Source: an optimization exercise on an open RTL-to-GDS flow (aim: small area and a short achievable clock period). Production flows keep margins and buffers that such runs may drop.
The RTL was checked by simulation tests, not by an equivalence proof against the original design.
Power figures rest on the tool's default switching activity, not on a simulated workload.

`flow/constraint.sdc`:
```
create_clock -name core_clock -period 7.5 [get_ports {clk}]
set_input_delay 1.5000 -clock core_clock [delete_from_list [all_inputs] [get_ports {clk}]]
set_output_delay 1.5000 -clock core_clock [all_outputs]
set_load 0.01 [all_outputs]
```
`flow/design.v`:
```
package lsu_pkg;
    localparam int DATA_W = 32;
    typedef struct packed {
        logic [11:0] imm;
        logic [4:0]  rs1;
        logic [2:0]  funct3;
        logic [4:0]  rd;
        logic [6:0]  opcode;
    } i_fmt_t;
    typedef struct packed {
        logic [6:0] imm_hi;
        logic [4:0] rs2;
        logic [4:0] rs1;
        logic [2:0] funct3;
        logic [4:0] imm_lo;
        logic [6:0] opcode;
    } s_fmt_t;
    typedef union packed {
        i_fmt_t i;
        s_fmt_t s;
    } instr_t;
    localparam logic [6:0] OPC_LOAD  = 7'b0000011;
    localparam logic [6:0] OPC_STORE = 7'b0100011;
    localparam logic [2:0] F3_LB  = 3'b000;
    localparam logic [2:0] F3_LH  = 3'b001;
    localparam logic [2:0] F3_LW  = 3'b010;
    localparam logic [2:0] F3_LBU = 3'b100;
    localparam logic [2:0] F3_LHU = 3'b101;
    localparam logic [2:0] F3_SB  = 3'b000;
    localparam logic [2:0] F3_SH  = 3'b001;
    localparam logic [2:0] F3_SW  = 3'b010;
    typedef enum logic [1:0] {
        SIZE_BYTE = 2'b00,
        SIZE_HALF = 2'b01,
        SIZE_WORD = 2'b10
    } mem_size_t;
    localparam logic [4:0] REG_INSTR  = 5'h00;
    localparam logic [4:0] REG_BASE   = 5'h04;
    localparam logic [4:0] REG_WDATA  = 5'h08;
    localparam logic [4:0] REG_RESULT = 5'h0C;
    localparam logic [4:0] REG_STATUS = 5'h10;
endpackage
`timescale 1ns/1ps
module lsu_decoder #(
    parameter int ADDR_W = 10
) (
    input  logic                         launch,
    input  lsu_pkg::instr_t              instr,
    input  logic [lsu_pkg::DATA_W-1:0]   base,
    output logic [ADDR_W-1:0]            byte_address,
    output logic                         write_enable,
    output lsu_pkg::mem_size_t           mem_size,
    output logic                         mem_sign,
    output logic                         load_ok,
    output logic                         misaligned,
    output logic                         illegal
);
    logic                       is_load;
    logic                       is_store;
    logic [2:0]                 funct3;
    logic [11:0]                imm;
    logic [lsu_pkg::DATA_W-1:0] eff_addr;
    logic                       funct3_ok;
    assign is_load  = (instr.i.opcode == lsu_pkg::OPC_LOAD);
    assign is_store = (instr.s.opcode == lsu_pkg::OPC_STORE);
    assign funct3 = instr.i.funct3;
    assign imm    = is_store ? {instr.s.imm_hi, instr.s.imm_lo} : instr.i.imm;
    assign eff_addr     = base + {{(lsu_pkg::DATA_W - 12){imm[11]}}, imm};
    assign byte_address = eff_addr[ADDR_W-1:0];
    always_comb begin
        funct3_ok = 1'b0;
        if (is_load) begin
            case (funct3)
                lsu_pkg::F3_LB,
                lsu_pkg::F3_LH,
                lsu_pkg::F3_LW,
                lsu_pkg::F3_LBU,
                lsu_pkg::F3_LHU: funct3_ok = 1'b1;
                default:         funct3_ok = 1'b0;
            endcase
        end else if (is_store) begin
            case (funct3)
                lsu_pkg::F3_SB,
                lsu_pkg::F3_SH,
                lsu_pkg::F3_SW: funct3_ok = 1'b1;
                default:        funct3_ok = 1'b0;
            endcase
        end
    end
    assign illegal  = !funct3_ok;
    assign mem_size = lsu_pkg::mem_size_t'(funct3[1:0]);
    assign mem_sign = !funct3[2];
    always_comb begin
        misaligned = 1'b0;
        if (!illegal) begin
            case (mem_size)
                lsu_pkg::SIZE_HALF: misaligned = byte_address[0];
                lsu_pkg::SIZE_WORD: misaligned = (byte_address[1:0] != 2'b00);
                default:            misaligned = 1'b0;
            endcase
        end
    end
    assign write_enable = launch && is_store && !illegal && !misaligned;
    assign load_ok      = is_load && !illegal && !misaligned;
endmodule
`timescale 1ns/1ps
module data_memory #(
    parameter int ADDR_W = 10
) (
    input  logic                       clk,
    input  logic [ADDR_W-1:0]          byte_address,
    input  logic                       write_enable,
    input  logic [lsu_pkg::DATA_W-1:0] write_data,
    input  lsu_pkg::mem_size_t         mem_size,
    input  logic                       mem_sign,
    output logic [lsu_pkg::DATA_W-1:0] read_data
);
    localparam int DEPTH = 2 ** (ADDR_W - 2);
    logic [lsu_pkg::DATA_W-1:0] ram [DEPTH];
    logic [ADDR_W-3:0]          word_address;
    logic [1:0]                 byte_offset;
    logic [3:0]                 lane_mask;
    logic [lsu_pkg::DATA_W-1:0] lane_data;
    logic [lsu_pkg::DATA_W-1:0] word;
    logic [7:0]                 byte_lane;
    logic [15:0]                half_lane;
    assign word_address = byte_address[ADDR_W-1:2];
    assign byte_offset  = byte_address[1:0];
    always_comb begin
        case (mem_size)
            lsu_pkg::SIZE_BYTE: begin
                lane_mask = 4'b0001 << byte_offset;
                lane_data = {4{write_data[7:0]}};
            end
            lsu_pkg::SIZE_HALF: begin
                lane_mask = byte_offset[1] ? 4'b1100 : 4'b0011;
                lane_data = {2{write_data[15:0]}};
            end
            lsu_pkg::SIZE_WORD: begin
                lane_mask = 4'b1111;
                lane_data = write_data;
            end
            default: begin
                lane_mask = 4'b0000;
                lane_data = write_data;
            end
        endcase
    end
    always_ff @(posedge clk) begin
        if (write_enable) begin
            for (int i = 0; i < 4; i++) begin
                if (lane_mask[i]) begin
                    ram[word_address][8*i +: 8] <= lane_data[8*i +: 8];
                end
            end
        end
    end
    assign word      = ram[word_address];
    assign byte_lane = word[8*byte_offset +: 8];
    assign half_lane = word[16*byte_offset[1] +: 16];
    always_comb begin
        case (mem_size)
            lsu_pkg::SIZE_BYTE: begin
                read_data = mem_sign ? {{24{byte_lane[7]}}, byte_lane} : {24'b0, byte_lane};
            end
            lsu_pkg::SIZE_HALF: begin
                read_data = mem_sign ? {{16{half_lane[15]}}, half_lane} : {16'b0, half_lane};
            end
            default: begin
                read_data = word;
            end
        endcase
    end
endmodule
`timescale 1ns/1ps
module lsu_apb_regs (
    input  logic                       clk,
    input  logic                       rst,
    input  logic [4:0]                 paddr,
    input  logic                       psel,
    input  logic                       penable,
    input  logic                       pwrite,
    input  logic [lsu_pkg::DATA_W-1:0] pwdata,
    output logic [lsu_pkg::DATA_W-1:0] prdata,
    output logic                       pready,
    output logic                       pslverr,
    output logic                       launch,
    output lsu_pkg::instr_t            instr,
    output logic [lsu_pkg::DATA_W-1:0] base,
    output logic [lsu_pkg::DATA_W-1:0] wdata,
    input  logic                       load_ok,
    input  logic                       misaligned,
    input  logic                       illegal,
    input  logic [lsu_pkg::DATA_W-1:0] read_data
);
    logic                       access;
    logic                       instr_wr;
    logic                       map_err;
    logic [lsu_pkg::DATA_W-1:0] result;
    logic [1:0]                 status;
    assign access   = psel && penable;
    assign instr_wr = access && pwrite && (paddr == lsu_pkg::REG_INSTR);
    assign pready  = access && (!instr_wr || launch);
    assign pslverr = pready && (instr_wr ? (misaligned || illegal) : map_err);
    always_comb begin
        prdata  = '0;
        map_err = 1'b0;
        case (paddr)
            lsu_pkg::REG_INSTR: begin
                map_err = !pwrite;
            end
            lsu_pkg::REG_BASE: begin
                prdata = base;
            end
            lsu_pkg::REG_WDATA: begin
                prdata = wdata;
            end
            lsu_pkg::REG_RESULT: begin
                prdata  = result;
                map_err = pwrite;
            end
            lsu_pkg::REG_STATUS: begin
                prdata  = {{(lsu_pkg::DATA_W - 2){1'b0}}, status};
                map_err = pwrite;
            end
            default: begin
                map_err = 1'b1;
            end
        endcase
    end
    always_ff @(posedge clk) begin
        if (rst) begin
            launch <= 1'b0;
            base   <= '0;
            wdata  <= '0;
            result <= '0;
            status <= '0;
        end else begin
            launch <= instr_wr && !launch;
            if (access && pwrite && (paddr == lsu_pkg::REG_BASE)) begin
                base <= pwdata;
            end
            if (access && pwrite && (paddr == lsu_pkg::REG_WDATA)) begin
                wdata <= pwdata;
            end
            if (launch) begin
                status <= {illegal, misaligned};
                if (load_ok) begin
                    result <= read_data;
                end
            end
        end
    end
    always_ff @(posedge clk) begin
        if (instr_wr && !launch) begin
            instr <= pwdata;
        end
    end
endmodule
`timescale 1ns/1ps
module lsu_top #(
    parameter int ADDR_W = 8
) (
    input  logic        clk,
    input  logic        rst,
    input  logic [4:0]  paddr,
    input  logic        psel,
    input  logic        penable,
    input  logic        pwrite,
    input  logic [31:0] pwdata,
    output logic [31:0] prdata,
    output logic        pready,
    output logic        pslverr
);
    logic                       launch;
    lsu_pkg::instr_t            instr;
    logic [lsu_pkg::DATA_W-1:0] base;
    logic [lsu_pkg::DATA_W-1:0] wdata;
    logic [lsu_pkg::DATA_W-1:0] read_data;
    logic [ADDR_W-1:0]          byte_address;
    logic                       write_enable;
    lsu_pkg::mem_size_t         mem_size;
    logic                       mem_sign;
    logic                       load_ok;
    logic                       misaligned;
    logic                       illegal;
    lsu_apb_regs i_regs (
        .clk        (clk),
        .rst        (rst),
        .paddr      (paddr),
        .psel       (psel),
        .penable    (penable),
        .pwrite     (pwrite),
        .pwdata     (pwdata),
        .prdata     (prdata),
        .pready     (pready),
        .pslverr    (pslverr),
        .launch     (launch),
        .instr      (instr),
        .base       (base),
        .wdata      (wdata),
        .load_ok    (load_ok),
        .misaligned (misaligned),
        .illegal    (illegal),
        .read_data  (read_data)
    );
    lsu_decoder #(
        .ADDR_W (ADDR_W)
    ) i_decoder (
        .launch       (launch),
        .instr        (instr),
        .base         (base),
        .byte_address (byte_address),
        .write_enable (write_enable),
        .mem_size     (mem_size),
        .mem_sign     (mem_sign),
        .load_ok      (load_ok),
        .misaligned   (misaligned),
        .illegal      (illegal)
    );
    data_memory #(
        .ADDR_W (ADDR_W)
    ) i_memory (
        .clk          (clk),
        .byte_address (byte_address),
        .write_enable (write_enable),
        .write_data   (wdata),
        .mem_size     (mem_size),
        .mem_sign     (mem_sign),
        .read_data    (read_data)
    );
endmodule
```
`flow/run.sh`:
```
#!/bin/bash
# synth_recipe.tcl (not shown) runs the flow's synth.tcl, then flattens the netlist and writes it again
# the make line also repeats each setting of config.mk as NAME=value (left out here)
make -C /OpenROAD-flow-scripts/flow DESIGN_CONFIG=/design/flow/config.mk WORK_HOME=/design/flow/orfs CLKGATE_MAP_FILE= SYNTH_SCRIPT=/design/flow/synth_recipe.tcl finish
```
`flow/config.mk`:
```
export PLATFORM = sky130hd
export DESIGN_NAME = lsu_top
export DESIGN_NICKNAME = lsu_top
export VERILOG_FILES = /design/flow/design.v
export SDC_FILE = /design/flow/constraint.sdc
export NUM_CORES = 4
export LEC_CHECK = 0
export CAP_MARGIN = 20
export CORE_MARGIN = 2
export CORE_UTILIZATION = 40
export SLEW_MARGIN = 20
export SYNTH_MEMORY_MAX_BITS = 16384
```
==> results_dict.tcl <==
set metrics [dict create \
    rsz0062_at_grt "false" \
    synth_fa_ha_area_share_pct 0.212 \
    dp.final_hpwl_um 182000 \
    first_global_vias 53100 \
    ys_seq_elements 2170 \
    cap_viol_max_count 0 \
    utilization_pct 46.2 \
    worst-r2r-setup-slack_ps 370 \
    hp-start "i_regs.base[19]" \
    tritoncts "done" \
    cts_buffers 211 \
    cts.sinks 2170 \
    tightest_slew_ps 1280 \
    synth_seq_area_share_pct 74.6 \
    grt.overflow.total 0 \
    power.leakage_uw 0.0276 \
    drv_slew 0 \
    avgSynthCellArea_um2 15.1 \
    min_period_ps 7130 \
    rows 170 \
    root_buffer "clkbuf_16" \
    synth-simple-area-share_pct 8.11 \
    grt_pass1_wl_um 411000 \
    avgRoutedWirePerCell_um 32.7 \
    grtUsageTotal_pct 26.3 \
    hold_buffers 0 \
    synth-edff-count 2071 \
    worstSkewPairLatency_ps 890 \
    finalSetupViolCount 0 \
    wl_um 294000 \
    syn-num-nets 5752 \
    crit_fanout 53 \
    grt_max_degree 92 \
    grtUsageMet2_pct 39.0 \
    p_per_area_mw_per_mm2 243 \
    io_buffers 75 \
    critPathKind "flop to flop" \
    netlist_instances 5696 \
    use_met1_pct 36.6 \
    cp-start-kind "flop" \
    initial_core_util_pct 40.1 \
    r2r-start "i_regs.instr[3]" \
    ios 76 \
    die_h_um 468 \
    peakVddDrop_mv 0.266 \
    routed_via_density 6.30 \
    fin_nets 6015 \
    drt-initial-drc-count 9391 \
    gp_congestion 0.936 \
    syn_to_final_growth_pct 15.1 \
    layout-drive-gt1-share_pct 16.2 \
    critical_path_arrival_ps 7920 \
    postCtsSetupRepairBufs 0 \
    synth-compound-area-share_pct 9.47 \
    top_usage_layer "met2" \
    cts.path.max_buffers 3 \
    die_w_um 468 \
    clk_pin_slew_worst_paths_ps 60 \
    async_flop_share_pct 0 \
    cp-end-kind "flop" \
    hold_class "flop to flop" \
    cts_resized 0 \
    postRouteAntennaNets 0 \
    syn_area_mm2 0.0860 \
    critPathLaunch "i_regs.instr[3]" \
    hold_slack_ps 456 \
    drc 0 \
    vias 56600 \
    core-area_mm2 0.214 \
    final_hold_viol_count 0 \
    ys_warn_count 3 \
    die-area_mm2 0.219 \
    dr.pass1.iters 6 \
    antenna_found_initial 5 \
    synthFlopType "edfxtp_1" \
    yosysUniqueCellTypes 96 \
    muxShareOfSynthArea_pct 5.30 \
    slew_headroom_pct 14.8 \
    worst_clock_skew_ps 45.4 \
    fin_crit_sh_pct 95.1 \
    synth_top_family_by_area "compound AO/OA/AOI/OAI gates" \
    synth-xor-area-share_pct 0.0786 \
    met3_usage_pct 6.60 \
    htreeDepth 4 \
    required_ps 8290 \
    setup_tns_ps 0 \
    max_freq_ghz 0.140 \
    status "finished clean" \
]
-- critical path, cell delays in order (launching register included) --
cell      delay (ps)
edfxtp_1         360
nor4_1           330
and3_1           290
nand2_1          210
mux2_2           290
ha_1             270
inv_1            100
fa_1             570
nor2b_1          390
o21ai_4          220
xnor2_2          260
buf_12           270
nand2_2          710
o22ai_1          300
o31a_1           380
or4_1            540
nor4_1           750
buf_4            240
mux2_2           160
a22oi_1           60
a211oi_1         250
-- layout by cell type (no fill, tap or decap), types with 24 or more instances in the layout --
cell type	Yosys	final
clkbuf_16	0	211
a32oi_1	32	32
clkinv_2	0	38
nor3_1	61	57
mux4_2	117	117
clkinv_1	0	41
o221ai_1	112	112
buf_12	0	25
a21oi_1	146	144
mux2i_1	100	98
a211oi_1	54	54
nand2_1	734	712
o21ai_0	131	130
mux2_2	82	82
or3_1	31	28
and3_1	36	36
nand3_1	131	127
buf_4	28	345
clkdlybuf4s50_1	0	73
edfxtp_1	2071	2071
a221oi_1	26	24
a31oi_1	43	43
nor2_1	528	519
a22oi_1	74	74
nand4_1	32	32
clkbuf_1	166	42
dfxtp_1	99	91
o22ai_1	267	267
o211ai_1	25	25
-- registers in the layout (all words and copies together), names as in the netlist --
name / flops
i_regs.result: 32
i_regs.base: 32
i_regs.launch: 1
i_regs.status: 2
i_regs.wdata: 32
i_regs.instr: 23
i_memory.ram: 2048
-- report_power, final --
part	leakage, uW	internal, uW	switching (uW)
clock	0.00337	6030	4740
combinational	0.00904	61.9	153
sequential	0.0152	13100	1.48
-- path summary, 6_finish.rpt --
check / endpoint / cells past startpoint
max: i_regs.result[11] / 20
min: i_regs.base[19] / 2
max reg2reg: i_regs.result[11] / 20
min reg2reg: i_regs.base[19] / 2
-- layer usage --
metal,vias to the layer above,part of all wire (%)
met5,-,0.012
met4,4,4.9
met3,696,12
met2,4156,44
met1,28800,39
li1,22900,-
-- logic make-up (layout without fill, tap and decap cells) --
kind of cell    Yosys count  after routing
flops                  2170           2170
simple gates           1645           1645
compound gates         1150           1150
buf+inv                 412            848
mux                     299            299
fa+ha+maj                14             14
xor+xnor                  6              6
other cells               0             12
-- area by class of cell --
cell class	instances	area, um^2
inverter	18	67.6
sequential	2170	64200
fill	18300	115000
clock buffer	257	5490
tap	2838	3550
multi-input combinational	3114	20300
antenna	12	30.0
clock inverter	129	1450
timing repair buffer	444	3830
-- synth_stat cells, types with 22 or more instances --
master,instances,area (um^2)
o21ai_0,131,656
nand3_1,131,656
a32oi_1,32,280
buf_1,36,135
a22oi_1,74,556
nand4_1,32,200
mux2_2,82,923
a31oi_1,43,269
nor3_1,61,305
dfxtp_1,99,1980
a211oi_1,54,405
edfxtp_1,2071,62200
a221oi_1,26,228
o221ai_1,112,981
clkbuf_1,166,623
a21oi_1,146,731
buf_2,161,806
or3_1,31,194
o211ai_1,25,188
a22o_1,27,236
o22a_1,22,193
buf_4,28,210
nor2_1,528,1980
mux2i_1,100,1000
mux4_2,117,2640
nand2_1,734,2760
o22ai_1,267,1670
nor4_1,24,150
and3_1,36,225
-- metrics by stage --
step | power (uW) | instances | worst slack (ps) | cell area [um^2]
floorplan | 13400 | 5696 | 1030 | 86000
global placement | 13500 | 8584 | 624 | 91900
detailed placement | 13500 | 8584 | 603 | 91900
CTS | 24100 | 8970 | 545 | 98900
global route | 24600 | 8970 | 222 | 98900
finish | 24100 | 8982 | 370 | 98900

[re-timing with driven ports]
No port has a modelled driver above. Below, the same layout with a new extraction and two added sets of constraints.
Step 1 (the two cells are an assumption about what drives the block):
set clk [get_ports {clk}]
set_driving_cell -lib_cell sky130_fd_sc_hd__clkbuf_16 $clk
set_driving_cell -lib_cell sky130_fd_sc_hd__buf_2 [delete_from_list [all_inputs] $clk]
Step 2, shift: input delay + t, output delay - t, t = (earliest + latest rising clock arrival at the registers) / 2. This alone moves slack from input paths to output paths.
a / b / c = ideal / step 1 / step 2; a / b = the first two.
t, ns: 0.970
setup WS [ns]: 0.370 / 0.370 / 0.370
worst hold slack (ns): 0.456 / 0.456 / 0.456
latest minus earliest clock arrival (ns): 0.055 / 0.055
After both steps this run still meets setup and hold. For this run, drivers alone change the setup slack by 0.000 ns; drivers and shift together by 0.000 ns.
